Source: an optimization exercise on an open RTL-to-GDS flow (aim: small area, a short achievable clock period and few clock cycles). Production flows keep margins and buffers that such runs may drop. No run shown here included a check of the RTL's function; only the layout flow was run. Power and IR drop assume default switching activity.

### flow/standard.sh
#!/bin/bash
# synth_recipe.tcl (not shown) runs the flow's synth.tcl, then flattens the netlist and writes it again
# the make line also repeats each setting of config.mk as NAME=value (left out here)
make -C /OpenROAD-flow-scripts/flow DESIGN_CONFIG=/design/flow/config.mk WORK_HOME=/design/flow/orfs CLKGATE_MAP_FILE= SYNTH_SCRIPT=/design/flow/synth_recipe.tcl "${@:-finish}"
### flow/design.v
`timescale 1ns / 1ps
package dfr_pkg;
    localparam int unsigned MIN_FRAME_BYTES = 1 + 4 + 1 + 2 + 4;
    localparam int unsigned HEADER_BYTES    = 8;
    localparam int unsigned MIC_BYTES       = 4;
    localparam logic [31:0] CRC_INIT     = 32'hFFFF_FFFF;
    localparam logic [31:0] CRC_POLY     = 32'hEDB8_8320;
    localparam logic [7:0]  FOPTS_MASK   = 8'h0F;
    localparam logic [7:0]  VERSION_MASK = 8'h03;
    typedef enum logic [1:0] {
        KIND_OPTION  = 2'd0,
        KIND_PAYLOAD = 2'd1,
        KIND_SUMMARY = 2'd2
    } kind_t;
    typedef enum logic [2:0] {
        ST_OK       = 3'd0,
        ST_SHORT    = 3'd1,
        ST_MISMATCH = 3'd2,
        ST_OVERRUN  = 3'd3,
        ST_TOO_LONG = 3'd4
    } status_t;
    typedef struct packed {
        kind_t       kind;
        logic [7:0]  byte_value;
        status_t     status;
        logic [2:0]  message_type;
        logic [1:0]  major_version;
        logic [31:0] device_address;
        logic [7:0]  frame_control;
        logic [15:0] frame_counter;
        logic [7:0]  payload_length;
        logic        last_of_run;
    } result_t;
    localparam int unsigned RESULT_W = 2 + 8 + 3 + 3 + 2 + 32 + 8 + 16 + 8 + 1;
    typedef struct packed {
        logic    byte_valid;
        logic    sum_valid;
        result_t byte_res;
        result_t sum_res;
    } push_t;
endpackage
`timescale 1ns / 1ps
`timescale 1ns / 1ps
`timescale 1ns / 1ps
module mac_frame_deframer_crc32 (
    input  logic        clk,
    input  logic        rst_n,
    input  logic        in_valid,
    output logic        in_ready,
    input  logic [7:0]  in_data,
    input  logic        in_eof,
    output logic        out_valid,
    input  logic        out_ready,
    output logic [1:0]  out_kind,
    output logic [7:0]  out_byte_value,
    output logic [2:0]  out_status,
    output logic [2:0]  out_message_type,
    output logic [1:0]  out_major_version,
    output logic [31:0] out_device_address,
    output logic [7:0]  out_frame_control,
    output logic [15:0] out_frame_counter,
    output logic [7:0]  out_payload_length,
    output logic        out_last_of_run
);
    localparam logic [31:0] CRC_POLY    = 32'hEDB8_8320;
    localparam logic [31:0] CRC_RESIDUE = 32'hDEBB_20E3;
    localparam logic [2:0] ST_OK = 3'd0, ST_SHORT = 3'd1, ST_MISMATCH = 3'd2,
                           ST_OVERRUN = 3'd3, ST_TOO_LONG = 3'd4;
    function automatic [31:0] crc32_byte(input [31:0] crc_in, input [7:0] data);
        integer k;
        begin
            crc32_byte = crc_in ^ {24'd0, data};
            for (k = 0; k < 8; k = k + 1)
            begin
                if (crc32_byte[0])
                    crc32_byte = (crc32_byte >> 1) ^ CRC_POLY;
                else
                    crc32_byte = crc32_byte >> 1;
            end
        end
    endfunction
    logic        rdy;                   
    logic        ov;                    
    logic        gs;                    
    logic [7:0]  g_n;                   
    logic [7:0]  dl0, dl1, dl2, dl3;    
    logic        fresh;                 
    logic        first;                 
    logic        first_n;               
    logic        hcap;                  
    logic        body;                  
    logic        rb;                    
    logic        rl;                    
    logic [7:0]  cnt;                   
    logic [31:0] crc;
    logic [7:0]  hdr0_n, hdr5_n;
    logic [31:0] hdr_addr_n;
    logic [15:0] hdr_cnt_n;
    logic [3:0]  nopt;
    logic       r_v, r_pay, r_lor;
    logic [7:0] r_byte;
    logic       k_v, k_pay, k_lor;
    logic [7:0] k_byte;
    logic       sp1, sp2, sv, q2;
    logic       s_ovr;
    logic [2:0] s_status;
    logic [7:0] s_plen;
    logic [3:0] s_vc;                   
    logic       take, push, pop_r, pop_s, eof_t, busy, load_s, load_q;
    logic       r_v_n, k_v_n, sp1_n, sv_n, q2_n, ge3_n, rdy_n, body_n;
    logic [4:0] optlim;
    logic       pay;
    assign take   = in_valid && rdy;
    assign eof_t  = take && in_eof;
    assign push   = in_valid && rb;
    assign nopt   = ~hdr5_n[3:0];
    assign optlim = 5'd12 + {1'b0, nopt};
    assign pay    = {3'd0, optlim} <= cnt;
    assign pop_r  = out_ready && r_v;
    assign pop_s  = out_ready && !r_v && sv;
    assign busy   = sp1 || sp2 || sv || q2;
    assign load_s = in_valid && in_eof && rl;
    assign load_q = q2 && !sp1 && !sp2 && !sv;
    assign r_v_n = k_v || push || (r_v && !out_ready);
    assign k_v_n = r_v && !out_ready && (k_v || push);
    assign sp1_n = load_s;
    assign sv_n  = sp2 || load_q || (sv && !pop_s);
    assign q2_n  = (q2 && !load_q) || (eof_t && busy);
    assign rdy_n  = !k_v_n && !((sp1_n || sp1 || sv_n || q2_n) && (ge3_n || q2_n));
    assign body_n = take ? (!in_eof && (cnt >= 8'd11) && (cnt <= 8'd253)) : body;
    assign ge3_n = take ? (!in_eof && (cnt >= 8'd2)) : (cnt >= 8'd3);
    always_ff @(posedge clk or negedge rst_n)
    begin
        if (!rst_n)
        begin
            rdy   <= 1'b0;
            rb    <= 1'b0;
            rl    <= 1'b0;
            ov    <= 1'b0;
            r_v   <= 1'b0;
            k_v   <= 1'b0;
            sp1   <= 1'b0;
            sp2   <= 1'b0;
            sv    <= 1'b0;
            q2    <= 1'b0;
            cnt   <= 8'd0;
            fresh <= 1'b0;
            first <= 1'b0;
            first_n <= 1'b1;
            hcap  <= 1'b0;
            body  <= 1'b0;
        end
        else
        begin
            rdy   <= rdy_n;
            rb    <= !k_v_n && body_n;
            rl    <= !k_v_n && !(sp1_n || sp1 || sv_n || q2_n);
            ov    <= r_v_n || sv_n;
            r_v   <= r_v_n;
            k_v   <= k_v_n;
            sp1   <= sp1_n;
            sp2   <= sp1;
            sv    <= sv_n;
            q2    <= q2_n;
            fresh <= take;
            if (take)
            begin
                first <= !in_eof && (cnt == 8'd0);
                first_n <= !(!in_eof && (cnt == 8'd0));
                hcap  <= !in_eof && (cnt >= 8'd3) && (cnt <= 8'd10);
                body  <= body_n;
                if (in_eof)
                    cnt <= 8'd0;
                else if (cnt != 8'd255)
                    cnt <= cnt + 8'd1;
            end
            else
                hcap <= 1'b0;
        end
    end
    always_ff @(posedge clk)
    begin
        gs <= !r_v_n;
        for (int i = 0; i < 8; i++)
            g_n[i] <= !(!r_v_n && !load_q && (s_vc > 4'(i)));
    end
    always_ff @(posedge clk)
    begin
        if (take)
        begin
            dl0 <= dl1;
            dl1 <= dl2;
            dl2 <= dl3;
            dl3 <= in_data;
        end
    end
    always_ff @(posedge clk)
    begin
        if (fresh)
        begin
            crc <= crc32_byte(crc | {{16{!first_n}}, {16{first}}}, dl3);
        end
        if (hcap)
        begin
            case (cnt[2:0])
                3'd4: hdr0_n <= ~dl0;
                3'd5: hdr_addr_n[7:0] <= ~dl0;
                3'd6: hdr_addr_n[15:8] <= ~dl0;
                3'd7: hdr_addr_n[23:16] <= ~dl0;
                3'd0: hdr_addr_n[31:24] <= ~dl0;
                3'd1: hdr5_n <= ~dl0;
                3'd2: hdr_cnt_n[7:0] <= ~dl0;
                default: hdr_cnt_n[15:8] <= ~dl0;
            endcase
        end
    end
    always_ff @(posedge clk)
    begin
        if (!r_v || out_ready)
        begin
            if (k_v)
            begin
                r_pay  <= k_pay;
                r_lor  <= k_lor;
                r_byte <= k_byte;
            end
            else if (rb)
            begin
                r_pay  <= pay;
                r_lor  <= !in_eof;
                r_byte <= dl0;
            end
            else
            begin
                r_pay  <= 1'b0;
                r_lor  <= 1'b1;
                r_byte <= 8'd0;
            end
        end
        if (!k_v)
        begin
            k_pay  <= pay;
            k_lor  <= !in_eof;
            k_byte <= dl0;
        end
    end
    logic       mm;
    logic [8:0] plen_d;                 
    assign mm     = crc != CRC_RESIDUE;
    assign plen_d = {1'b0, s_plen} - {5'd0, nopt};
    always_ff @(posedge clk)
    begin
        if (load_s || load_q)
        begin
            s_vc  <= load_q ? 4'd0 :
                     (cnt >= 8'd11) ? 4'd8 : (cnt >= 8'd4) ? 4'(cnt - 8'd3) : 4'd0;
        end
        if (sp1)
            s_ovr <= plen_d[8];
        if (load_s || load_q || sp2)
        begin
            if (load_q)
                s_status <= ST_SHORT;
            else if (sp2)
            begin
                if (s_status == ST_OK)
                    s_status <= mm ? ST_MISMATCH : s_ovr ? ST_OVERRUN : ST_OK;
            end
            else if (cnt == 8'd255)
                s_status <= ST_TOO_LONG;
            else if (cnt < 8'd11)
                s_status <= ST_SHORT;
            else
                s_status <= ST_OK;
        end
        if (load_s || load_q || sp1 || sp2)
        begin
            if (load_q)
                s_plen <= 8'd0;
            else if (sp2)
                s_plen <= s_plen & {8{!(mm || s_ovr)}};
            else if (sp1)
                s_plen <= (s_status == ST_OK) ? plen_d[7:0] : 8'd0;
            else
                s_plen <= cnt - 8'd11;
        end
    end
    assign in_ready           = rdy;
    assign out_valid          = ov;
    assign out_kind           = {gs, r_pay};
    assign out_byte_value     = r_byte;
    assign out_last_of_run    = r_lor;
    assign out_status         = s_status & {3{gs}};
    assign out_payload_length = s_plen & ~g_n;
    assign out_message_type   = ~(hdr0_n[7:5] | {3{g_n[0]}});
    assign out_major_version  = ~(hdr0_n[1:0] | {2{g_n[0]}});
    assign out_device_address = ~(hdr_addr_n | {{8{g_n[4]}}, {8{g_n[3]}}, {8{g_n[2]}}, {8{g_n[1]}}});
    assign out_frame_control  = ~(hdr5_n | {8{g_n[5]}});
    assign out_frame_counter  = ~(hdr_cnt_n | {{8{g_n[7]}}, {8{g_n[6]}}});
endmodule
### flow/constraint.sdc
create_clock -name core_clock -period 5.0 [get_ports {clk}]
set_input_delay 1.0000 -clock core_clock [delete_from_list [all_inputs] [get_ports {clk}]]
set_output_delay 1.0000 -clock core_clock [all_outputs]
set_load 0.01 [all_outputs]
### flow/config.mk
export PLATFORM = sky130hd
export DESIGN_NAME = mac_frame_deframer_crc32
export DESIGN_NICKNAME = mac_frame_deframer_crc32
export VERILOG_FILES = /design/flow/design.v
export SDC_FILE = /design/flow/constraint.sdc
export NUM_CORES = 4
export LEC_CHECK = 0
export CAP_MARGIN = 20
export CORE_MARGIN = 2
export CORE_UTILIZATION = 60
export CTS_BUF_LIST = sky130_fd_sc_hd__clkbuf_4 sky130_fd_sc_hd__clkbuf_8
export GPL_ROUTABILITY_DRIVEN = 1
export PLACE_DENSITY = 0.75
export SETUP_SLACK_MARGIN = 2.6
export SLEW_MARGIN = 20
### flow/flow/run.sh
#!/bin/bash
# The standard layout, with the smallest buffer on each port and no dummy
# loads in the clock tree.
set -euo pipefail
export BUFFER_PORTS_ARGS="-buffer_cell sky130_fd_sc_hd__buf_1"
export CTS_ARGS="-sink_clustering_enable -repair_clock_nets -dont_use_dummy_load -buf_list {sky130_fd_sc_hd__clkbuf_4 sky130_fd_sc_hd__clkbuf_8}"
bash standard.sh > standard_flow.log 2>&1
==> results of run 1 <==
-- cell type report --
| cell class | count | area (sq um) |
|---|---|---|
| clock buffers | 17 | 234.0 |
| fillers | 1023 | 4529 |
| inverters | 32 | 120.1 |
| multi-input cells | 397 | 2809 |
| flip-flops and latches | 193 | 5593 |
| well taps | 180 | 225.2 |
| repair buffers | 105 | 424.2 |
-- cells in the final DEF (no fill, tap or decap), types with 3 or more instances in the layout --
master    instances
a31oi_1           3
dfrtp_1          21
nor2b_1          26
nor3b_1           3
nor2_1          105
ha_1             14
xnor2_1          50
or3_1             6
nand4_1           4
buf_4             8
xnor2_2           9
buf_1            97
and3_1            7
dfxtp_1           9
inv_1            31
clkbuf_8         17
nor4_1            4
nand2b_1          6
nor3_1            7
xor2_2            3
o21a_1            5
a21oi_1          10
o21ai_0          17
nand2_1          23
edfxtp_1        161
a22o_1            5
nand3_1           7
and2_1            9
xor2_1           19
nor2_2            3
xnor2_4           6
-- registers in the layout, summed over array words and instances (netlist names), 4 cells and up --
register and cells:
cnt 8, crc 32, dl0 8, dl1 8, dl2 8, dl3 8, g_n 8, hdr0_n 5
hdr5_n 8, hdr_addr_n 32, hdr_cnt_n 16, k_byte 8, r_byte 8, s_plen 8, s_vc 4
-- where the power goes --
group	internal (mW)	switching (mW)	leakage, nW
Combinational	1.42	1.58	1.38
Sequential	2.46	0.378	1.91
Clock	0.301	0.456	0.122
Total	4.18	2.42	3.41
-- timing repair --
| item | in CTS | in global routing |
|---|---|---|
| resized for setup | 3 | 6 |
| endpoints found under the setup margin | 11 | 9 |
| buffers inserted | 2 | 3 |
| pin swaps | 0 | 3 |
| endpoints found under the hold margin | 0 | 0 |
-- metrics by stage --
stage | cell area [sq um] | setup slack [ns] | util, %
floorplan | 8597 | 2.686 | -
global placement | 9106 | 2.531 | 65.35
detailed placement | 9106 | 2.472 | 65.35
CTS | 9366 | 2.635 | 67.22
global route | 9405 | 2.550 | 67.50
finish | 9405 | 2.657 | 67.50
-- Yosys cell counts, types with 3 or more instances --
master	count	area share, %
a21oi_1	11	0.64
a22o_1	5	0.51
a31oi_1	3	0.22
and2_1	9	0.65
and3_1	7	0.51
clkbuf_1	18	0.79
dfrtp_1	22	6.4
dfxtp_1	9	2.1
edfxtp_1	161	56
ha_1	15	2.2
inv_1	32	1.4
nand2_1	23	1.0
nand2b_1	6	0.44
nand3_1	7	0.41
nand4_1	4	0.29
nor2_1	105	4.6
nor2_2	3	0.22
nor2b_1	26	1.9
nor3_1	7	0.41
nor3b_1	3	0.26
nor4_1	5	0.36
o21a_1	5	0.44
o21ai_0	18	1.0
or3_1	6	0.44
xnor2_1	50	5.1
xnor2_2	9	1.7
xnor2_4	6	1.9
xor2_1	19	1.9
xor2_2	3	0.57
-- layer usage --
metal	vias up	routed length (um)
met3	29	753
li1	2434	-
met4	0	352
met1	2466	6941
met5	-	0
met2	164	8653
-- worst paths after layout --
kind,endpoint,slack (ns),depth (start not counted)
max,s_plen[3],2.66,9
min in group asynchronous,sv,0.49,2
min reg2reg,dl0[4],0.42,0
max reg2reg,s_plen[3],2.66,9
min,dl0[4],0.42,0
max in group asynchronous,first_n,4.21,2
-- logic make-up after synthesis --
logic type / Yosys count / share of synthesized area (%)
AOI/OAI and AO/OA: 66 / 5.225
xor gates and xnor gates: 88 / 11.54
adders and majority gates: 17 / 2.532
buffers and inverters: 55 / 2.590
DFF: 193 / 65.04
muxes: 1 / 0.1310
and+or+nand+nor: 225 / 12.94
-- worst max-delay path: stages (launching register included) --
cell and delay [ns]:
edfxtp_1 0.39, inv_1 0.06, ha_2 0.19, buf_4 0.13, nor2b_1 0.13, o21ai_0 0.13, a21boi_0 0.52, nor3_1 0.16
a221oi_1 0.27, nor2_1 0.08
==> metrics.yaml, run 1 <==
status: "finished clean"
place.gp.congestion: 0.8602
critPathLaunchType: "flop"
met3_usage_pct: 4.853
synth_flop_cell: "edfxtp_1"
grt_util_met2_pct: 41.07
grt_max_degree: 37
finClkSkew_ns: 0.02408
setup_violations: 0
ys_types: 67
holdWs_ns: 0.4163
drc: 0
total_power_mw: 6.599
crit_type: "reg2reg"
htree_levels: 4
start_util_pct: 61.70
end_kind: "flop"
io_pins: 98
syn-num-nets: 674
relSlewSlack_pct: 56.38
ir_drop_mv: 0.9368
syn2layout_area_growth_pct: 9.402
grt-ovfl-total: 0
first_global_vias: 4959
yosys_register_bits: 193
drt_iter0_markers: 377
globalRouteMet1Util_pct: 29.04
num_antenna_cells: 0
fin_crit_sh_pct: 46.87
maxCapViolCount: 0
grt_busiest_layer: "met2"
synth.avg_cell_area_sq_um: 13.33
cts_tree: "done"
arrival_ns: 2.53
core_sq_mm: 0.01393
synthArstFlopShare_pct: 11.92
synthCells: 645
p_leak_nw: 3.414
yosys_warnings: 1
fin_nets: 775
worstMarginPinSlew_ns: 0.6493
die_y_um: 123.7
postCtsHoldBufs: 0
synthesis.area_sq_mm: 0.008597
clock-sinks: 193
ys_seq_area_share_pct: 65.04
p_per_area_mw_per_mm2: 701.6
finalNonFillerCells: 924
layout-drive-gt1-share_pct: 8.333
tns_ns: 0
routedWlPerCell_um: 18.07
synth_edf_count: 161
min_from: "dl1[4]"
drt_first_pass_iters: 4
die_w_um: 123.7
port_buffers: 97
hpwl_um: 12260
path_max_fanout: 5
clock_path_buffers: 2
root_buffer: "clkbuf_8"
maxSlewViolCount: 0
rsz0062_at_grt: "yes"
fin_crit_ns: 2.343
max_freq_mhz: 426.7
insertion_delay_ns: 0.47
hold_viol: 0
rows: 43
grt_pass1_wl_um: 26000
routed_via_density: 5.512
critPathLaunch: "hdr5_n[0]"
num_vias: 5093
antenna_found_initial: 0
die-area_sq_mm: 0.01530
drt-total-wl_um: 16700
placed_cells: 902
grtUsageTotal_pct: 23.32
cts_buffers: 17
path_clk_slew_ns: 0.09
antenna_left: 0
min-delay-path-class: "reg2reg"
regToRegStartpoint: "hdr5_n[0]"
cp.required_ns: 5.18
==> run 2: changes to the inputs <==
--- a/flow/config.mk
+++ b/flow/config.mk
@@ -12,4 +12,4 @@
 export GPL_ROUTABILITY_DRIVEN = 1
 export PLACE_DENSITY = 0.75
-export SETUP_SLACK_MARGIN = 2.6
+export SETUP_SLACK_MARGIN = 2.75
 export SLEW_MARGIN = 20
==> run 2 against run 1 <==
  * Worst hold slack got worse by 0.0096 ns
  * Register-to-register slack about the same
  * Maximum frequency decreased by 0.36%
  * Utilization increased by 1.2 points
  * Synthesized cell count unchanged
  * Final cell count increased by 0.65%
  * Sequential share of layout area decreased by 0.87 points
==> metrics.yaml, run 2 <==
finalNonFillerCells: 930  # was 924
finClkSkew_ns: 0.02505  # was 0.02408 ns
synth_top_area_share_pct: 56.24  # unchanged
rows: 43  # unchanged
regToRegStartpoint: "s_plen[0]"  # was hdr5_n[0]
end_kind: "flop"  # unchanged
start_util_pct: 61.70  # unchanged
hold_viol: 0  # unchanged
relSlewSlack_pct: 61.49  # was 56.38%
num_antenna_cells: 0  # unchanged
grt-ovfl-total: 0  # unchanged
place.gp.congestion: 0.8878  # was 0.8602
hpwl_um: 12190  # was 12260 um
min_from: "dl2[4]"  # was dl1[4]
hold_end: "dl1[4]"  # was dl0[4]
drt-total-wl_um: 16720  # was 16700 um
synthCells: 645  # unchanged
synth_edf_count: 161  # unchanged
n_fill_cell: 987  # was 1023
synthArstFlopShare_pct: 11.92  # unchanged
critPathMaxStageDelay_ns: 0.49  # was 0.52 ns
p_per_area_mw_per_mm2: 699.8  # was 701.6 mW/mm^2
yosys_warnings: 1  # unchanged
die_w_um: 123.7  # unchanged
clock-sinks: 193  # unchanged
antenna_left: 0  # unchanged
worstMarginPinSlew_ns: 0.5777  # was 0.6493 ns
top_regs: "crc (32), hdr_addr_n (32), hdr_cnt_n (16)"  # unchanged
cts_tree: "done"  # unchanged
p_leak_nw: 3.504  # was 3.414 nW
maxSlewViolCount: 0  # unchanged
rr_worst_depth: 9  # unchanged
status: "finished clean"  # unchanged
synthTopCellsByCount: "edfxtp_1 (161), nor2_1 (105), xnor2_1 (50), inv_1 (32), nor2b_1 (26)"  # unchanged
num_vias: 5094  # was 5093
holdWs_ns: 0.4067  # was 0.4163 ns
cp_slowest_cell: "or4b_4"  # was a21boi_0
synth_top_cell_by_area: "edfxtp_1"  # unchanged
ys_types: 67  # unchanged
fin_crit_sh_pct: 47.04  # was 46.87%
final_common_cell: "edfxtp_1"  # unchanged
synth.area.top_cells: "edfxtp_1 (56%), dfrtp_1 (6.4%), xnor2_1 (5.1%)"  # unchanged
drc: 0  # unchanged
ir_drop_mv: 0.6289  # was 0.9368 mV
grtUsageTotal_pct: 23.29  # was 23.32%
root_buffer: "clkbuf_8"  # unchanged
path_cells: "inv_1 -> ha_2 -> fa_2 -> nor2b_1 -> o21ai_1 -> or4b_4 -> xor2_1 -> o22ai_1 -> a22o_1"  # was inv_1 -> ha_2 -> buf_4 -> nor2b_1 -> o21ai_0 -> a21boi_0 -> nor3_1 -> a221oi_1 -> nor2_1
synth_flop_cell: "edfxtp_1"  # unchanged
core_sq_mm: 0.01393  # unchanged
cts_buffers: 17  # unchanged
path_clk_slew_ns: 0.09  # about the same
grt_max_degree: 33  # was 37
grt_pass1_wl_um: 25900  # was 26000 um
io_pins: 98  # unchanged
fin_nets: 781  # was 775
whs_path_depth: 0  # unchanged
ys_seq_area_share_pct: 65.04  # unchanged
critPathLaunchType: "flop"  # unchanged
r2r_slack_ns: 2.65  # was 2.66 ns
crit_type: "reg2reg"  # unchanged
synth.avg_cell_area_sq_um: 13.33  # unchanged
syn-num-nets: 674  # unchanged
routed_via_density: 5.477  # was 5.512
tns_ns: 0  # unchanged
min-delay-path-class: "reg2reg"  # unchanged
first_global_vias: 5031  # was 4959
cp.required_ns: 5.21  # was 5.18 ns
synth.most_common_cell: "edfxtp_1"  # unchanged
die-area_sq_mm: 0.01530  # unchanged
cp.buffers_inverters: 1  # was 2
path_max_fanout: 2  # was 5
synthesis.area_sq_mm: 0.008597  # unchanged
fin_crit_ns: 2.352  # was 2.343 ns
yosys_register_bits: 193  # unchanged
max_freq_mhz: 425.2  # was 426.7 MHz
setup_violations: 0  # unchanged
antenna_found_initial: 0  # unchanged
cp_top_family: "simple AND/OR/NAND/NOR gates"  # was compound AO/OA/AOI/OAI gates
reg2reg_to: "s_plen[6]"  # was s_plen[3]
syn2layout_area_growth_pct: 11.31  # was 9.402%
placed_cells: 901  # was 902
rsz0062_at_grt: "yes"  # unchanged
routedWlPerCell_um: 17.98  # was 18.07 um
maxCapViolCount: 0  # unchanged
drt_iter0_markers: 322  # was 377
layout-drive-gt1-share_pct: 12.93  # was 8.333%
clock_path_buffers: 2  # unchanged
insertion_delay_ns: 0.48  # was 0.47 ns
drt_first_pass_iters: 5  # was 4
port_buffers: 97  # unchanged
htree_levels: 4  # unchanged
final_cell_mix: "edfxtp_1 (161), nor2_1 (104), buf_1 (88)"  # was edfxtp_1 (161), nor2_1 (105), buf_1 (97)
arrival_ns: 2.56  # was 2.53 ns
die_y_um: 123.7  # unchanged
postCtsHoldBufs: 0  # unchanged
==> run 2: cell counts after synthesis <==
No cell type changed its count.
==> run 2: logic make-up after synthesis <==
family	after synthesis	synth area share (%)
flip-flops	193	65.04
buffers and inverters	55	2.590
AND/OR/NAND/NOR	225	12.94
adder cells (fa/ha/maj)	17	2.532
AO/OA/AOI/OAI	66	5.225
multiplexers	1	0.1310
XOR/XNOR	88	11.54
==> run 2: per-layer routing <==
| layer | wire length (um) | vias up | global-route usage [%] |
|---|---|---|---|
| li1 | - | 2447 | - |
| met4 | 384 | 0 | 10.09 |
| met2 | 8701 | 145 | 40.01 |
| met3 | 752 | 30 | 4.991 |
| met5 | 0 | - | 0 |
| met1 | 6883 | 2472 | 28.55 |
==> run 2: worst max-delay path by stage <==
stage,endpoint,slack (ns),cells after the start,start
after floorplan,rdy,2.75,5,in_valid
after global placement,rdy,2.30,6,in_valid
after detailed placement,rdy,2.22,6,in_valid
after CTS,s_plen[6],2.64,9,hdr5_n[0]
after global routing,s_plen[6],2.58,9,hdr5_n[0]
final,s_plen[6],2.65,9,s_plen[0]
==> run 2: worst reg2reg max path: stages, from the launching register on <==
cell	delay, ns
edfxtp_1	0.40
inv_1	0.12
ha_2	0.21
fa_2	0.21
nor2b_1	0.05
o21ai_1	0.18
or4b_4	0.49
xor2_1	0.16
o22ai_1	0.09
a22o_1	0.19
==> run 2: final cells by class <==
cell class,count,area (sq um),area share [%]
clock buffers,17,234.0,2.445
inverters,32,123.9,1.294
multi-input cells,397,2899,30.30
flip-flops and latches,193,5607,58.59
well taps,180,225.2,2.354
repair buffers,110,473.0,4.942
repair inverters,1,7.507,0.07845
==> run 2: power by group <==
group	switching (mW)	internal [mW]
logic	1.62	1.48
registers	0.379	2.47
clock network	0.448	0.300
==> run 2: through the flow <==
step	area (sq um)	util, %	setup slack (ns)	total power [mW]
after floorplan	8601	-	2.751	5.209
after global placement	9102	65.32	2.304	5.770
after detailed placement	9102	65.32	2.223	5.867
after CTS	9424	67.63	2.637	6.652
after global routing	9569	68.67	2.580	7.140
final	9569	68.67	2.648	6.697
==> run 2: timing repair <==
item                       4_1_cts  5_1_grt
gates cloned                     1        0
resized for setup               16       31
pin swaps                        5        7
setup endpoints to repair       65       67
buffers inserted                 5        6
==> run 3: changes to the inputs <==
==> flow/flow/run.sh (replaced) <==
#!/bin/bash
# The standard layout, with the smallest buffer on each port, no dummy
# loads in the clock tree and non-critical gates downsized after global route.
set -euo pipefail
export BUFFER_PORTS_ARGS="-buffer_cell sky130_fd_sc_hd__buf_1"
export CTS_ARGS="-sink_clustering_enable -repair_clock_nets -dont_use_dummy_load -buf_list {sky130_fd_sc_hd__clkbuf_4 sky130_fd_sc_hd__clkbuf_8}"
export RECOVER_POWER=100
bash standard.sh > standard_flow.log 2>&1
--- a/flow/config.mk
+++ b/flow/config.mk
@@ -12,4 +12,4 @@
 export GPL_ROUTABILITY_DRIVEN = 1
 export PLACE_DENSITY = 0.75
-export SETUP_SLACK_MARGIN = 2.75
+export SETUP_SLACK_MARGIN = 2.6
 export SLEW_MARGIN = 20
==> run 3 against run 2 <==
  * The layout now fails its checks (max-capacitance violations, max-slew violations)
  * Combinational power shrank 11%
  * Sequential share of layout area up 2.2 points
  * Count of clock-buffer cells in the layout unchanged
  * Synthesized cell count is the same
  * First-iteration DRC count up 8.1%
  * Design area fell by 3.9%
  * Global-route usage hardly changed
  * Die area unchanged
  * Setup slack got worse by 0.66 ns
  * Sequential power about the same
  * Final cell count shrank 0.65%
  * Critical endpoint is now rdy
  * Maximum frequency fell by 22%
==> metrics.yaml, run 3 <==
status: "complete, but fails checks"  # was finished clean
so.violations: "max-capacitance violations, max-slew violations"
crit_type: "in2reg"  # was reg2reg
syn2layout_area_growth_pct: 6.971  # was 11.31%
maxCapViolCount: 2  # was 0
n_fill_cell: 1059  # was 987
first_global_vias: 4959  # was 5031
fin_nets: 775  # was 781
setup_violations: 0  # unchanged
whs_path_depth: 0  # unchanged
top_regs: "crc (32), hdr_addr_n (32), hdr_cnt_n (16)"  # unchanged
synthArstFlopShare_pct: 11.92  # unchanged
synth.avg_cell_area_sq_um: 13.33  # unchanged
ys_seq_area_share_pct: 65.04  # unchanged
worstMarginPinSlew_ns: 1.797  # was 0.5777 ns
rsz0062_at_grt: "yes"  # unchanged
clock-sinks: 193  # unchanged
rr_worst_depth: 6  # was 9
wl_met1_um: 7016  # was 6883 um
num_antenna_cells: 0  # unchanged
synth_top_area_share_pct: 56.24  # unchanged
io_pins: 98  # unchanged
final_common_cell: "edfxtp_1"  # unchanged
grt_pass1_wl_um: 26000  # was 25900 um
synth_edf_count: 161  # unchanged
synthTopCellsByCount: "edfxtp_1 (161), nor2_1 (105), xnor2_1 (50), inv_1 (32), nor2b_1 (26)"  # unchanged
grt-ovfl-total: 0  # unchanged
route.top_layer_used: "met4"  # unchanged
final_cell_mix: "edfxtp_1 (161), nor2_1 (106), buf_1 (95)"  # was edfxtp_1 (161), nor2_1 (104), buf_1 (88)
layout-drive-gt1-share_pct: 5.108  # was 12.93%
ys_types: 67  # unchanged
insertion_delay_ns: 0.47  # was 0.48 ns
port_buffers: 97  # unchanged
ir_drop_mv: 0.8826  # was 0.6289 mV
htree_levels: 4  # unchanged
r2r_slack_ns: 2.07  # was 2.65 ns
routed_via_density: 5.504  # was 5.477
synthCells: 645  # unchanged
fin_crit_sh_pct: 60.29  # was 47.04%
end_kind: "flop"  # unchanged
finClkSkew_ns: 0.02361  # was 0.02505 ns
maxSlewViolCount: 70  # was 0
yosys_register_bits: 193  # unchanged
critPathMaxStageDelay_ns: 1.26  # was 0.49 ns
min-delay-path-class: "reg2reg"  # unchanged
critPathLaunchType: "input pin"  # was flop
cts_buffers: 17  # unchanged
max_freq_mhz: 331.7  # was 425.2 MHz
rows: 43  # unchanged
root_buffer: "clkbuf_8"  # unchanged
antenna_left: 0  # unchanged
cts_tree: "done"  # unchanged
routedWlPerCell_um: 18.17  # was 17.98 um
synthesis.area_sq_mm: 0.008597  # unchanged
die_y_um: 123.7  # unchanged
endpoint: "rdy"  # was s_plen[6]
grtUsageTotal_pct: 23.32  # was 23.29%
arrival_ns: 3.35  # was 2.56 ns
drt-total-wl_um: 16790  # was 16720 um
core_sq_mm: 0.01393  # unchanged
path_max_fanout: 36  # was 2
num_vias: 5086  # was 5094
die_w_um: 123.7  # unchanged
met2_length_um: 8681  # was 8701 um
synth_flop_cell: "edfxtp_1"  # unchanged
place_area_sq_mm: 0.009106  # was 0.009102 sq mm
p_leak_nw: 3.325  # was 3.504 nW
hold_viol: 0  # unchanged
drc: 0  # unchanged
tns_ns: 0  # unchanged
cp.required_ns: 5.33  # was 5.21 ns
design_area_sq_mm: 0.009196  # was 0.009569 sq mm
yosys_warnings: 1  # unchanged
path_clk_slew_ns: 0.09  # about the same
die-area_sq_mm: 0.01530  # unchanged
drt_iter0_markers: 348  # was 322
synth.most_common_cell: "edfxtp_1"  # unchanged
hpwl_um: 12260  # was 12190 um
drt_first_pass_iters: 4  # was 5
syn-num-nets: 674  # unchanged
regToRegStartpoint: "first"  # was s_plen[0]
clock_path_buffers: 2  # unchanged
critPathLaunch: "in_valid"  # was s_plen[0]
place.gp.congestion: 0.8602  # was 0.8878
relSlewSlack_pct: -19.78  # was 61.49%
antenna_found_initial: 0  # unchanged
fin_crit_ns: 3.015  # was 2.352 ns
path_cells: "clkbuf_1 -> nand2_1 -> inv_1 -> clkbuf_1 -> o21ai_0 -> a21oi_1 -> a21oi_1"  # was inv_1 -> ha_2 -> fa_2 -> nor2b_1 -> o21ai_1 -> or4b_4 -> xor2_1 -> o22ai_1 -> a22o_1
start_util_pct: 61.70  # unchanged
reg2reg_to: "crc[24]"  # was s_plen[6]
p_per_area_mw_per_mm2: 688.9  # was 699.8 mW/mm^2
synth_top_cell_by_area: "edfxtp_1"  # unchanged
min_from: "dl1[4]"  # was dl2[4]
cp_slowest_cell: "clkbuf_1"  # was or4b_4
grt_max_degree: 37  # was 33
wl_met3_um: 768  # was 752 um
synth.area.top_cells: "edfxtp_1 (56%), dfrtp_1 (6.4%), xnor2_1 (5.1%)"  # unchanged
-- run 3: cell counts after synthesis --
No cell type changed its count.
-- run 3: kinds of logic after synthesis --
kind of cell               share of synthesized area (%)
muxes                                             0.1310
buffers and inverters                              2.590
DFF                                                65.04
xor gates and xnor gates                           11.54
adders and majority gates                          2.532
AOI/OAI and AO/OA                                  5.225
and+or+nand+nor                                    12.94
-- run 3: area by class of cell --
cell class	instances	area (sq um)	share of cell area, %
repair buffers	105	409.1	4.449
well taps	180	225.2	2.449
multi-input cells	397	2616	28.45
clock buffers	17	234.0	2.544
flip-flops and latches	193	5592	60.80
inverters	32	120.1	1.306
-- run 3: worst min-delay path by stage --
stage | endpoint | slack [ns]
CTS | dl0[4] | 0.42
detailed placement | dl0[4] | 0.40
global route | dl1[4] | 0.43
finish | dl0[4] | 0.42
global placement | dl0[4] | 0.40
floorplan | sp2 | 0.38
-- run 3: stage by stage --
stage	worst slack (ns)	hold WS (ns)	power [mW]	utilization, %	instances
4_1_cts	2.635	0.4221	6.644	67.22	921
2_1_floorplan	2.686	0.3807	5.208	-	645
3_5_place_dp	2.472	0.4045	5.888	65.35	902
5_1_grt	1.678	0.4304	6.769	66.00	924
6_report	1.985	0.4177	6.335	66.00	924
3_3_place_gp	2.531	0.4000	5.781	65.35	902
-- run 3: metal layers --
metal / GRT usage [%] / vias up
li1: - / 2433
met1: 29.04 / 2472
met2: 41.07 / 154
met3: 4.853 / 27
met4: 7.244 / 0
met5: 0 / -
-- run 3: critical path, delay by kind of cell --
family,cells,cell delay [ns]
buf+inv,3,1.55
simple gates,1,0.19
compound gates,3,0.61
-- run 3: power by group --
group          internal (mW)  switching [mW]
Combinational           1.25            1.49
Sequential              2.46           0.368
Clock                  0.301           0.458
-- run 3: timing repair --
action                                  4_1_cts  5_1_grt
hold buffers                                  0        0
resized for setup                             3        6
buffers inserted                              2        3
endpoints found under the setup margin       11        9
pin swaps                                     0        3
==> run 4: changes to the inputs <==
--- a/flow/design.v
+++ b/flow/design.v
@@ -84,8 +84,8 @@
     logic        gs;                    
     logic [7:0]  g_n;                   
+    logic        gp;                    
     logic [7:0]  dl0, dl1, dl2, dl3;    
     logic        fresh;                 
     logic        first;                 
-    logic        first_n;               
     logic        hcap;                  
     logic        body;                  
@@ -103,4 +103,5 @@
     logic [7:0] k_byte;
     logic       sp1, sp2, sv, q2;
+    logic       s_chk;                  
     logic       s_ovr;
     logic [2:0] s_status;
@@ -147,5 +148,4 @@
             fresh <= 1'b0;
             first <= 1'b0;
-            first_n <= 1'b1;
             hcap  <= 1'b0;
             body  <= 1'b0;
@@ -167,5 +167,4 @@
             begin
                 first <= !in_eof && (cnt == 8'd0);
-                first_n <= !(!in_eof && (cnt == 8'd0));
                 hcap  <= !in_eof && (cnt >= 8'd3) && (cnt <= 8'd10);
                 body  <= body_n;
@@ -184,4 +183,5 @@
         for (int i = 0; i < 8; i++)
             g_n[i] <= !(!r_v_n && !load_q && (s_vc > 4'(i)));
+        gp <= !r_v_n && !load_q && s_vc[3];
     end
     always_ff @(posedge clk)
@@ -199,5 +199,5 @@
         if (fresh)
         begin
-            crc <= crc32_byte(crc | {{16{!first_n}}, {16{first}}}, dl3);
+            crc <= crc32_byte(crc | {32{first}}, dl3);
         end
         if (hcap)
@@ -255,16 +255,14 @@
             s_vc  <= load_q ? 4'd0 :
                      (cnt >= 8'd11) ? 4'd8 : (cnt >= 8'd4) ? 4'(cnt - 8'd3) : 4'd0;
+            s_chk <= !load_q && (cnt != 8'd255) && (cnt >= 8'd11);
         end
         if (sp1)
             s_ovr <= plen_d[8];
-        if (load_s || load_q || sp2)
+        if (load_s || load_q || (sp2 && s_chk))
         begin
             if (load_q)
                 s_status <= ST_SHORT;
             else if (sp2)
-            begin
-                if (s_status == ST_OK)
-                    s_status <= mm ? ST_MISMATCH : s_ovr ? ST_OVERRUN : ST_OK;
-            end
+                s_status <= mm ? ST_MISMATCH : s_ovr ? ST_OVERRUN : ST_OK;
             else if (cnt == 8'd255)
                 s_status <= ST_TOO_LONG;
@@ -274,5 +272,5 @@
                 s_status <= ST_OK;
         end
-        if (load_s || load_q || sp1 || sp2)
+        if (load_s || load_q || sp1 || (sp2 && s_chk))
         begin
             if (load_q)
@@ -281,5 +279,5 @@
                 s_plen <= s_plen & {8{!(mm || s_ovr)}};
             else if (sp1)
-                s_plen <= (s_status == ST_OK) ? plen_d[7:0] : 8'd0;
+                s_plen <= s_chk ? plen_d[7:0] : 8'd0;
             else
                 s_plen <= cnt - 8'd11;
@@ -292,5 +290,5 @@
     assign out_last_of_run    = r_lor;
     assign out_status         = s_status & {3{gs}};
-    assign out_payload_length = s_plen & ~g_n;
+    assign out_payload_length = s_plen & {8{gp}};
     assign out_message_type   = ~(hdr0_n[7:5] | {3{g_n[0]}});
     assign out_major_version  = ~(hdr0_n[1:0] | {2{g_n[0]}});
==> flow/flow/run.sh (replaced) <==
#!/bin/bash
# The standard layout, with the smallest buffer on each port and no dummy
# loads in the clock tree.
set -euo pipefail
export BUFFER_PORTS_ARGS="-buffer_cell sky130_fd_sc_hd__buf_1"
export CTS_ARGS="-sink_clustering_enable -repair_clock_nets -dont_use_dummy_load -buf_list {sky130_fd_sc_hd__clkbuf_4 sky130_fd_sc_hd__clkbuf_8}"
bash standard.sh > standard_flow.log 2>&1
--- a/flow/config.mk
+++ b/flow/config.mk
@@ -12,4 +12,4 @@
 export GPL_ROUTABILITY_DRIVEN = 1
 export PLACE_DENSITY = 0.75
-export SETUP_SLACK_MARGIN = 2.6
+export SETUP_SLACK_MARGIN = 2.8
 export SLEW_MARGIN = 20
==> run 4 against run 3 <==
  * Wire length is 3.3% higher
  * Total power up 3.5%
  * The run now finishes clean
  * Area after synthesis increased by 0.76%
  * Clock skew grew 0.0022 ns
  * Sequential share of layout area down 3.1 points
  * First-iteration DRC count up 22%
  * Sequential power barely moved
  * Final cell count is 6.6% higher
  * Sequential cell count increased by 1
  * Setup slack better by 0.85 ns
==> metrics.yaml, run 4 <==
synthTopCellsByCount: "edfxtp_1 (162), nor2_1 (129), xnor2_1 (79), inv_1 (34), nand2_1 (32)"  # was edfxtp_1 (161), nor2_1 (105), xnor2_1 (50), inv_1 (32), nor2b_1 (26)
clock-sinks: 194  # was 193
synthesis.area_sq_mm: 0.008662  # was 0.008597 sq mm
routedWlPerCell_um: 17.62  # was 18.17 um
syn2layout_area_growth_pct: 12.86  # was 6.971%
die-area_sq_mm: 0.01541  # was 0.01530 sq mm
die_y_um: 124.2  # was 123.7 um
synth_top_area_share_pct: 56.16  # was 56.24%
finClkSkew_ns: 0.02584  # was 0.02361 ns
placed_cells: 936  # was 902
die_w_um: 124.2  # was 123.7 um
yosys_register_bits: 194  # was 193
end_kind: "primary output"  # was flop
path_clk_slew_ns: 0.07  # was 0.09 ns
grt_pass1_wl_um: 26720  # was 26000 um
synth.avg_cell_area_sq_um: 12.63  # was 13.33 sq um
drt-total-wl_um: 17350  # was 16790 um
min-delay-path-class: "reg2reg"  # unchanged
setup_violations: 0  # unchanged
synthCells: 686  # was 645
cts_tree: "done"  # unchanged
grtUsageTotal_pct: 23.51  # was 23.32%
clock_path_buffers: 2  # unchanged
r2r_slack_ns: 2.88  # was 2.07 ns
maxSlewViolCount: 0  # was 70
synth.most_common_cell: "edfxtp_1"  # unchanged
final_cell_mix: "edfxtp_1 (162), nor2_1 (125), xnor2_1 (77)"  # was edfxtp_1 (161), nor2_1 (106), buf_1 (95)
holdWs_ns: 0.4204  # was 0.4177 ns
root_buffer: "clkbuf_8"  # unchanged
top_regs: "crc (32), hdr_addr_n (32), hdr_cnt_n (16)"  # unchanged
place.gp.congestion: 0.8971  # was 0.8602
maxCapViolCount: 0  # was 2
path_max_fanout: 4  # was 36
num_antenna_cells: 0  # unchanged
grt-ovfl-total: 0  # unchanged
setup_slack_ns: 2.832  # was 1.985 ns
arrival_ns: 1.17  # was 3.35 ns
yosys_warnings: 1  # unchanged
htree_levels: 4  # unchanged
hpwl_um: 12180  # was 12260 um
antenna_found_initial: 0  # unchanged
cp.required_ns: 4.00  # was 5.33 ns
io_pins: 98  # unchanged
hold_viol: 0  # unchanged
grt_max_degree: 35  # was 37
cts_buffers: 17  # unchanged
ir_drop_mv: 0.8642  # was 0.8826 mV
ys_types: 56  # was 67
tns_ns: 0  # unchanged
fin_crit_sh_pct: 43.36  # was 60.29%
num_vias: 5447  # was 5086
drc: 0  # unchanged
critPathLaunchType: "flop"  # was input pin
first_global_vias: 5222  # was 4959
p_leak_nw: 3.706  # was 3.325 nW
final_common_cell: "edfxtp_1"  # unchanged
synth.area.top_cells: "edfxtp_1 (56%), xnor2_1 (8.0%), dfrtp_1 (6.4%)"  # was edfxtp_1 (56%), dfrtp_1 (6.4%), xnor2_1 (5.1%)
drt_iter0_markers: 423  # was 348
postCtsHoldBufs: 0  # unchanged
drt_first_pass_iters: 5  # was 4
synth_flop_cell: "edfxtp_1"  # unchanged
max_freq_mhz: 461.2  # was 331.7 MHz
core_sq_mm: 0.01399  # was 0.01393 sq mm
fin_nets: 836  # was 775
rows: 43  # unchanged
synth_edf_count: 162  # was 161
final_util_pct: 69.88  # was 66.00%
synth_top_cell_by_area: "edfxtp_1"  # unchanged
rsz0062_at_grt: "yes"  # unchanged
layout-drive-gt1-share_pct: 15.28  # was 5.108%
dp_worst_setup_slack_ns: 2.359  # was 2.472 ns
relSlewSlack_pct: 60.44  # was -19.78%
crit_type: "reg2out"  # was in2reg
antenna_left: 0  # unchanged
finalNonFillerCells: 985  # was 924
ys_seq_area_share_pct: 64.83  # was 65.04%
status: "finished clean"  # was complete, but fails checks
fin_crit_ns: 2.168  # was 3.015 ns
insertion_delay_ns: 0.46  # was 0.47 ns
routed_via_density: 5.530  # was 5.504
port_buffers: 97  # unchanged
p_per_area_mw_per_mm2: 670.9  # was 688.9 mW/mm^2
synthArstFlopShare_pct: 11.34  # was 11.92%
start_util_pct: 61.92  # was 61.70%
syn-num-nets: 715  # was 674
worstMarginPinSlew_ns: 0.5934  # was 1.797 ns
==> run 4: worst paths after layout <==
| kind | from | endpoint | cells after the start |
|---|---|---|---|
| max in group asynchronous | rst_n | cnt[1] | 2 |
| min in group asynchronous | rst_n | sv | 2 |
| setup reg to reg | crc[5] | s_plen[1] | 7 |
| setup / recovery | s_plen[1] | out_payload_length[1] | 2 |
| hold reg to reg | dl2[0] | dl1[0] | 0 |
| hold / removal | dl2[0] | dl1[0] | 0 |
==> run 4: per-layer routing <==
metal | GRT usage (%) | wire length [um] | vias to the layer above
met3 | 3.984 | 801 | 31
met2 | 40.98 | 9047 | 164
met1 | 30.02 | 7155 | 2675
met4 | 7.865 | 349 | 0
li1 | - | - | 2577
met5 | 0 | 0 | -
==> run 4: logic make-up (layout without fill, tap and decap cells) <==
kind of cell	Yosys count	in the layout	synth area share, %
AO/OA/AOI/OAI	69	69	5.128
XOR/XNOR	111	111	11.92
adder cells (fa/ha/maj)	16	16	2.398
buffers and inverters	64	183	3.077
flip-flops	194	194	64.83
AND/OR/NAND/NOR	232	232	12.65
==> run 4: cell type report <==
type                       count  area, sq um
sequential                   194         5637
timing repair inverter         1        7.507
timing repair buffer         131        650.6
tap                          180        225.2
multi-input combinational    428         2890
fill                        1006         4213
inverter                      34        131.4
clock buffer                  17        234.0
==> run 4: critical path, cell delays in order (launching register included) <==
cell      delay, ns
edfxtp_1       0.45
and2_1         0.17
buf_1          0.12
==> run 4: repair_timing <==
action	in CTS	in global routing
pin swaps	2	10
gates cloned	0	1
setup buffers	4	27
gates resized for setup	13	53
setup endpoints to repair	46	62
==> run 4: through the flow <==
stage / cell area [sq um] / power [mW]
after detailed placement: 9144 / 5.574
after global routing: 9776 / 6.994
after floorplan: 8671 / 4.954
after CTS: 9445 / 6.362
final: 9776 / 6.559
after global placement: 9144 / 5.469
==> run 4: report_power, final <==
part	switching, mW	total, mW	internal [mW]
Combinational	1.53	2.98	1.45
Clock	0.458	0.759	0.301
Sequential	0.381	2.82	2.44
==> run 5: changes to the inputs <==
--- a/flow/config.mk
+++ b/flow/config.mk
@@ -8,8 +8,8 @@
 export CAP_MARGIN = 20
 export CORE_MARGIN = 2
-export CORE_UTILIZATION = 60
+export CORE_UTILIZATION = 55
 export CTS_BUF_LIST = sky130_fd_sc_hd__clkbuf_4 sky130_fd_sc_hd__clkbuf_8
 export GPL_ROUTABILITY_DRIVEN = 1
-export PLACE_DENSITY = 0.75
+export PLACE_DENSITY = 0.7
 export SETUP_SLACK_MARGIN = 2.8
 export SLEW_MARGIN = 20
==> run 5 against run 4 <==
  * Sequential power barely moved
  * Sequential share of layout area is essentially flat
  * Final cell count up 2.6%
  * Synthesized cell count did not move
  * Global-route usage is 2.1 points lower
  * First-iteration DRC count fell by 2.4%
  * Non-clock buffer count decreased by 5
  * Clock skew about the same
  * Highest routed layer unchanged
  * Combinational power about the same
  * Critical path depth stayed put
  * Sequential cell count unchanged
==> metrics.yaml, run 5 <==
die-area_sq_mm: 0.01677  # was 0.01541 sq mm
htree_levels: 4  # unchanged
yosys_register_bits: 194  # unchanged
crit_type: "reg2out"  # unchanged
path_cells: "nor2_1 -> buf_2"  # was and2_1 -> buf_1
rows: 45  # was 43
min_from: "dl2[3]"  # was dl2[0]
worstMarginPinSlew_ns: 0.5908  # was 0.5934 ns
first_global_vias: 5162  # was 5222
cp.required_ns: 4.00  # about the same
cts_buffers: 17  # unchanged
maxCapViolCount: 0  # unchanged
rsz0062_at_grt: "yes"  # unchanged
synth.most_common_cell: "edfxtp_1"  # unchanged
grt_pass1_wl_um: 26720  # unchanged
synthCells: 686  # unchanged
synth_xor_xnor_area_share_pct: 11.92  # unchanged
synth_flop_cell: "edfxtp_1"  # unchanged
synth_top_area_share_pct: 56.16  # unchanged
ys_types: 56  # unchanged
grt-ovfl-total: 0  # unchanged
critPathMaxStageDelay_ns: 0.49  # was 0.45 ns
synth-simple-area-share_pct: 12.65  # unchanged
route.top_layer_used: "met4"  # unchanged
min-delay-path-class: "reg2reg"  # unchanged
arrival_ns: 1.20  # was 1.17 ns
clock_path_buffers: 2  # unchanged
top_regs: "crc (32), hdr_addr_n (32), hdr_cnt_n (16)"  # unchanged
wl_met3_um: 739  # was 801 um
drt_iter0_markers: 413  # was 423
antenna_left: 0  # unchanged
die_y_um: 129.5  # was 124.2 um
num_vias: 5402  # was 5447
synthTopCellsByCount: "edfxtp_1 (162), nor2_1 (129), xnor2_1 (79), inv_1 (34), nand2_1 (32)"  # unchanged
core_sq_mm: 0.01531  # was 0.01399 sq mm
syn-num-nets: 715  # unchanged
final_common_cell: "edfxtp_1"  # unchanged
cp_slowest_cell: "edfxtp_1"  # unchanged
wl_met1_um: 7271  # was 7155 um
start_util_pct: 56.56  # was 61.92%
synth.avg_cell_area_sq_um: 12.63  # unchanged
fin_crit_ns: 2.197  # was 2.168 ns
layout-drive-gt1-share_pct: 14.00  # was 15.28%
synthesis.area_sq_mm: 0.008662  # unchanged
yosys_warnings: 1  # unchanged
maxSlewViolCount: 0  # unchanged
max_freq_mhz: 455.2  # was 461.2 MHz
ir_drop_mv: 0.7318  # was 0.8642 mV
drt_first_pass_iters: 5  # unchanged
synth.area.mux_share_pct: 0  # unchanged
fin_crit_sh_pct: 43.94  # was 43.36%
final_cell_mix: "edfxtp_1 (162), nor2_1 (125), buf_1 (79)"  # was edfxtp_1 (162), nor2_1 (125), xnor2_1 (77)
synth_top_family_by_area: "simple AND/OR/NAND/NOR gates"  # unchanged
p_per_area_mw_per_mm2: 671.4  # was 670.9 mW/mm^2
synth_edf_count: 162  # unchanged
die_w_um: 129.5  # was 124.2 um
synthAdderAreaFrac_pct: 2.398  # unchanged
root_buffer: "clkbuf_8"  # unchanged
critPathLaunchType: "flop"  # unchanged
path_clk_slew_ns: 0.09  # was 0.07 ns
synth_top_cell_by_area: "edfxtp_1"  # unchanged
finClkSkew_ns: 0.02608  # was 0.02584 ns
grt_max_degree: 38  # was 35
antenna_found_initial: 0  # unchanged
regToRegStartpoint: "crc[3]"  # was crc[5]
ys_seq_area_share_pct: 64.83  # unchanged
fin_nets: 831  # was 836
tns_ns: 0  # unchanged
synth-compound-area-share_pct: 5.128  # unchanged
routedWlPerCell_um: 17.48  # was 17.62 um
io_pins: 98  # unchanged
setup_violations: 0  # unchanged
p_leak_nw: 3.670  # was 3.706 nW
path_max_fanout: 4  # unchanged
synthArstFlopShare_pct: 11.34  # unchanged
hold_viol: 0  # unchanged
hpwl_um: 12470  # was 12180 um
met2_length_um: 9317  # was 9047 um
num_antenna_cells: 0  # unchanged
end_kind: "primary output"  # unchanged
routed_via_density: 5.343  # was 5.530
critPathLaunch: "hdr5_n[2]"  # was s_plen[1]
relSlewSlack_pct: 60.61  # was 60.44%
syn2layout_area_growth_pct: 12.77  # was 12.86%
port_buffers: 97  # unchanged
synth.area.top_cells: "edfxtp_1 (56%), xnor2_1 (8.0%), dfrtp_1 (6.4%)"  # unchanged
place.gp.congestion: 0.8639  # was 0.8971
insertion_delay_ns: 0.46  # about the same
status: "finished clean"  # unchanged
grtUsageTotal_pct: 21.42  # was 23.51%
drt-total-wl_um: 17670  # was 17350 um
total_power_mw: 6.559  # about the same
cts_tree: "done"  # unchanged
drc: 0  # unchanged
clock-sinks: 194  # unchanged
## run 5: cell count changes in the layout (fill, tap and decap cells not counted), moves of 2 or more
cell      before  now
buf_1         75   79
buf_2          4    2
buf_4         33   28
clkbuf_2      18   16
o21ai_0       20   22
o21ai_1        4    2
## run 5: final cells by class
class | instances | area, sq um
flip-flops and latches | 194 | 5632
fillers | 1196 | 5547
multi-input cells | 428 | 2892
repair buffers | 126 | 608.1
well taps | 211 | 264.0
clock buffers | 17 | 234.0
inverters | 34 | 131.4
repair inverters | 1 | 7.507
## run 5: routing by layer
| metal | vias up | track usage [%] |
|---|---|---|
| li1 | 2566 | - |
| met3 | 30 | 4.459 |
| met4 | 0 | 8.349 |
| met2 | 151 | 37.40 |
| met1 | 2655 | 26.31 |
| met5 | - | 0 |
## run 5: logic make-up after synthesis
kind of cell / after synthesis
AND/OR/NAND/NOR: 232
AO/OA/AOI/OAI: 69
adder cells (fa/ha/maj): 16
flip-flops: 194
XOR/XNOR: 111
buffers and inverters: 64
## run 5: report_power, final
part / switching (mW) / internal (mW) / total [mW]
Sequential: 0.361 / 2.44 / 2.80
Combinational: 1.57 / 1.43 / 3.00
Clock: 0.459 / 0.301 / 0.760
## run 5: worst max-delay path: cells and delay by family, from the launching register on
family | cells | cell delay (ns)
buffers and inverters | 1 | 0.14
flip-flops | 1 | 0.49
AND/OR/NAND/NOR | 1 | 0.12
## run 5: worst paths after layout
kind | to | slack [ns] | depth (start not counted)
hold reg to reg | dl1[3] | 0.42 | 0
setup reg to reg | crc[19] | 2.89 | 6
hold / removal | dl1[3] | 0.42 | 0
max in group asynchronous | sp1 | 4.23 | 2
setup / recovery | out_frame_control[2] | 2.80 | 2
min in group asynchronous | body | 0.52 | 2
## run 5: metrics by stage
stage	instance area (sq um)	utilization [%]	hold WS, ns	setup WS [ns]	std cells
2_1_floorplan	8671	-	0.4003	2.804	686
3_3_place_gp	9183	59.96	0.4007	2.359	967
3_5_place_dp	9183	59.96	0.4045	2.350	967
4_1_cts	9507	62.08	0.4233	2.777	989
5_1_grt	9768	63.78	0.4358	2.746	1011
6_report	9768	63.78	0.4249	2.803	1011
## run 5: what timing repair did
| item | 4_1_cts | 5_1_grt |
|---|---|---|
| setup endpoints to repair | 42 | 69 |
| gates resized for setup | 14 | 41 |
| pin swaps | 2 | 7 |
| setup buffers | 5 | 21 |
| hold buffers | 0 | 0 |
| gates cloned | 0 | 1 |
==> run 6: changes to the inputs <==
--- a/flow/design.v
+++ b/flow/design.v
@@ -154,6 +154,6 @@
         begin
             rdy   <= rdy_n;
-            rb    <= !k_v_n && body_n;
-            rl    <= !k_v_n && !(sp1_n || sp1 || sv_n || q2_n);
+            rb    <= rdy_n && body_n;
+            rl    <= rdy_n && !(sp1_n || sp1 || sv_n || q2_n);
             ov    <= r_v_n || sv_n;
             r_v   <= r_v_n;
--- a/flow/config.mk
+++ b/flow/config.mk
@@ -8,8 +8,8 @@
 export CAP_MARGIN = 20
 export CORE_MARGIN = 2
-export CORE_UTILIZATION = 55
+export CORE_UTILIZATION = 60
 export CTS_BUF_LIST = sky130_fd_sc_hd__clkbuf_4 sky130_fd_sc_hd__clkbuf_8
 export GPL_ROUTABILITY_DRIVEN = 1
-export PLACE_DENSITY = 0.7
+export PLACE_DENSITY = 0.75
 export SETUP_SLACK_MARGIN = 2.8
 export SLEW_MARGIN = 20
==> run 6 against run 5 <==
  * Maximum frequency decreased by 1.1%
  * Setup slack got worse by 0.024 ns
  * Synthesized cell count fell by 4.4%
  * Final cell count fell by 5.2%
  * Largest power group unchanged
  * Highest routed layer unchanged
==> metrics.yaml, run 6 <==
final_common_cell: "edfxtp_1"  # unchanged
synthTopCellsByCount: "edfxtp_1 (162), nor2_1 (120), xnor2_1 (69), inv_1 (30), dfrtp_1 (22)"  # was edfxtp_1 (162), nor2_1 (129), xnor2_1 (79), inv_1 (34), nand2_1 (32)
ir_drop_mv: 0.7448  # was 0.7318 mV
die-area_sq_mm: 0.01528  # was 0.01677 sq mm
synth_edf_count: 162  # unchanged
yosys_register_bits: 194  # unchanged
fin_nets: 809  # was 831
wl_met1_um: 7008  # was 7271 um
cts_buffers: 17  # unchanged
routed_via_density: 5.600  # was 5.343
fin_crit_ns: 2.221  # was 2.197 ns
regToRegStartpoint: "hdr5_n[1]"  # was crc[3]
path_max_fanout: 3  # was 4
drt_first_pass_iters: 4  # was 5
relSlewSlack_pct: 49.99  # was 60.61%
grt_pass1_wl_um: 26600  # was 26720 um
end_kind: "primary output"  # unchanged
synthArstFlopShare_pct: 11.34  # unchanged
synthCells: 656  # was 686
first_global_vias: 5240  # was 5162
max_freq_mhz: 450.2  # was 455.2 MHz
synth_top_cell_by_area: "edfxtp_1"  # unchanged
grtUsageTotal_pct: 23.62  # was 21.42%
met2_length_um: 9059  # was 9317 um
grt-ovfl-total: 0  # unchanged
path_clk_slew_ns: 0.09  # about the same
root_buffer: "clkbuf_8"  # unchanged
core_sq_mm: 0.01393  # was 0.01531 sq mm
yosys_warnings: 1  # unchanged
start_util_pct: 61.62  # was 56.56%
drt_iter0_markers: 335  # was 413
syn-num-nets: 685  # was 715
cp.required_ns: 4.00  # about the same
synth.most_common_cell: "edfxtp_1"  # unchanged
maxSlewViolCount: 0  # unchanged
clock-sinks: 194  # unchanged
syn2layout_area_growth_pct: 14.21  # was 12.77%
port_buffers: 97  # unchanged
drt-total-wl_um: 17540  # was 17670 um
whs_path_depth: 0  # unchanged
synth_top_area_share_pct: 56.65  # was 56.16%
rr_worst_depth: 7  # was 6
postCtsHoldBufs: 0  # unchanged
place.gp.congestion: 0.8890  # was 0.8639
synth.area.top_cells: "edfxtp_1 (57%), xnor2_1 (7.0%), dfrtp_1 (6.4%)"  # was edfxtp_1 (56%), xnor2_1 (8.0%), dfrtp_1 (6.4%)
critPathLaunch: "hdr5_n[0]"  # was hdr5_n[2]
reg2reg_to: "s_plen[5]"  # was crc[19]
hpwl_um: 12340  # was 12470 um
r2r_slack_ns: 2.85  # was 2.89 ns
synth.avg_cell_area_sq_um: 13.09  # was 12.63 sq um
arrival_ns: 1.22  # was 1.20 ns
grt_max_degree: 34  # was 38
io_pins: 98  # unchanged
rsz0062_at_grt: "yes"  # unchanged
status: "finished clean"  # unchanged
cts_tree: "done"  # unchanged
layout-drive-gt1-share_pct: 17.99  # was 14.00%
insertion_delay_ns: 0.46  # about the same
htree_levels: 4  # unchanged
die_y_um: 123.6  # was 129.5 um
num_vias: 5365  # was 5402
route.top_layer_used: "met4"  # unchanged
critPathLaunchType: "flop"  # unchanged
crit_type: "reg2out"  # unchanged
ys_types: 59  # was 56
synthesis.area_sq_mm: 0.008587  # was 0.008662 sq mm
routedWlPerCell_um: 18.31  # was 17.48 um
dp_worst_setup_slack_ns: 2.259  # was 2.350 ns
p_leak_nw: 3.690  # was 3.670 nW
maxCapViolCount: 0  # unchanged
synth_flop_cell: "edfxtp_1"  # unchanged
wl_met3_um: 887  # was 739 um
finClkSkew_ns: 0.02973  # was 0.02608 ns
hold_end: "dl1[5]"  # was dl1[3]
top_regs: "crc (32), hdr_addr_n (32), hdr_cnt_n (16)"  # unchanged
worstMarginPinSlew_ns: 0.7461  # was 0.5908 ns
fin_crit_sh_pct: 44.43  # was 43.94%
drc: 0  # unchanged
hold_viol: 0  # unchanged
tns_ns: 0  # unchanged
ys_seq_area_share_pct: 65.39  # was 64.83%
setup_violations: 0  # unchanged
min_from: "dl2[5]"  # was dl2[3]
n_fill_cell: 976  # was 1196
num_antenna_cells: 0  # unchanged
rows: 43  # was 45
setup_slack_ns: 2.779  # was 2.803 ns
antenna_found_initial: 0  # unchanged
antenna_left: 0  # unchanged
min-delay-path-class: "reg2reg"  # unchanged
clock_path_buffers: 2  # unchanged
final_cell_mix: "edfxtp_1 (162), nor2_1 (107), buf_1 (69)"  # was edfxtp_1 (162), nor2_1 (125), buf_1 (79)
p_per_area_mw_per_mm2: 705.8  # was 671.4 mW/mm^2
die_w_um: 123.6  # was 129.5 um
-- run 6: cell count changes in the layout (fill, tap and decap cells not counted), sizes merged, moves of 4 or more --
cell,delta
a22o,+9
xnor2,-8
o21ai,-9
nor2,-8
nand2,-14
a21oi,+4
buf,-4
clkbuf,+7
-- run 6: what timing repair did --
action	CTS	global route
endpoints found under the setup margin	74	64
pin swaps	3	10
endpoints found under the hold margin	0	0
buffers inserted	12	18
cloned	1	0
gates resized for setup	21	65
-- run 6: layer usage --
metal / vias up / global-route usage [%]
met5: - / 0
li1: 2528 / -
met4: 0 / 11.08
met3: 43 / 5.495
met1: 2605 / 28.53
met2: 189 / 40.32
-- run 6: logic make-up after synthesis --
group | count (synthesis) | share of synthesized area, %
AO/OA/AOI/OAI | 74 | 5.843
XOR/XNOR | 101 | 11.88
adder cells (fa/ha/maj) | 16 | 2.419
buffers and inverters | 56 | 2.637
flip-flops | 194 | 65.39
AND/OR/NAND/NOR | 215 | 11.83
-- run 6: worst max path at each step --
stage               cells past startpoint                     to  slack (ns)
floorplan                               6                     rb        2.80
global placement                        6                crc[20]        2.34
detailed placement                      7                     rb        2.26
CTS                                     2  out_payload_length[5]        2.80
global route                            7              s_plen[5]        2.68
finish                                  3   out_frame_control[0]        2.78
-- run 6: power by group --
group | total [mW] | switching [mW] | internal, mW | leakage [nW]
clock network | 0.750 | 0.449 | 0.301 | 0.122
registers | 2.87 | 0.392 | 2.48 | 1.92
logic | 3.30 | 1.69 | 1.61 | 1.65
-- run 6: cell type report --
cell class | count | area (sq um) | share of cell area, %
clock buffers | 17 | 234.0 | 2.386
repair inverters | 1 | 5.005 | 0.05103
repair buffers | 129 | 660.6 | 6.736
well taps | 180 | 225.2 | 2.297
flip-flops and latches | 194 | 5637 | 57.48
multi-input cells | 406 | 2925 | 29.83
inverters | 31 | 120.1 | 1.225
-- run 6: critical path, stage by stage (launching register included) --
cell,delay [ns]
edfxtp_1,0.45
buf_6,0.15
nor2_4,0.07
buf_6,0.10
-- run 6: stage by stage --
| stage | instances | util (%) | area, sq um | power [mW] | hold slack [ns] |
|---|---|---|---|---|---|
| 2_1_floorplan | 656 | - | 8622 | 5.207 | 0.4003 |
| 3_3_place_gp | 910 | 65.41 | 9115 | 5.789 | 0.4011 |
| 3_5_place_dp | 910 | 65.41 | 9115 | 5.890 | 0.4045 |
| 4_1_cts | 940 | 68.18 | 9500 | 6.732 | 0.4252 |
| 5_1_grt | 958 | 70.38 | 9807 | 7.350 | 0.4312 |
| 6_report | 958 | 70.38 | 9807 | 6.922 | 0.4223 |

separate check: timing with driven ports:
The flow's constraints put no driver on any port. The routed layouts listed below were extracted and timed again, unchanged, in two steps. Step 1 (the two cells are an assumption about what drives the block):
set clk [get_ports {clk}]
set_driving_cell -lib_cell sky130_fd_sc_hd__clkbuf_16 $clk
set_driving_cell -lib_cell sky130_fd_sc_hd__buf_2 [delete_from_list [all_inputs] $clk]
Step 2 moves the port delays by t, midway between the first and last clock arrival at a register: inputs arrive t later, outputs are due t later. That takes back most of the time a late clock gives input paths. Three values: ideal, step 1, step 2; two values: the first two.
run	t (ns)	setup WS [ns]	hold WS [ns]	worst slew at a driven data input, ns
run 1	0.489	2.657 / 2.646 / 2.490	0.416 / 0.416 / 0.416	0.03
run 2	0.497	2.648 / 2.648 / 2.353	0.407 / 0.407 / 0.407	0.03
run 3	0.490	1.985 / 1.991 / 1.501	0.418 / 0.418 / 0.418	0.03
run 4	0.482	2.832 / 2.798 / 2.520	0.420 / 0.420 / 0.420	0.04
run 5	0.489	2.803 / 2.765 / 2.417	0.425 / 0.425 / 0.425	0.04
run 6	0.485	2.779 / 2.743 / 2.492	0.422 / 0.422 / 0.422	0.03
The setup slack of run 3, which loses most, moves by +0.006 ns with the drivers and by -0.484 ns with both steps.
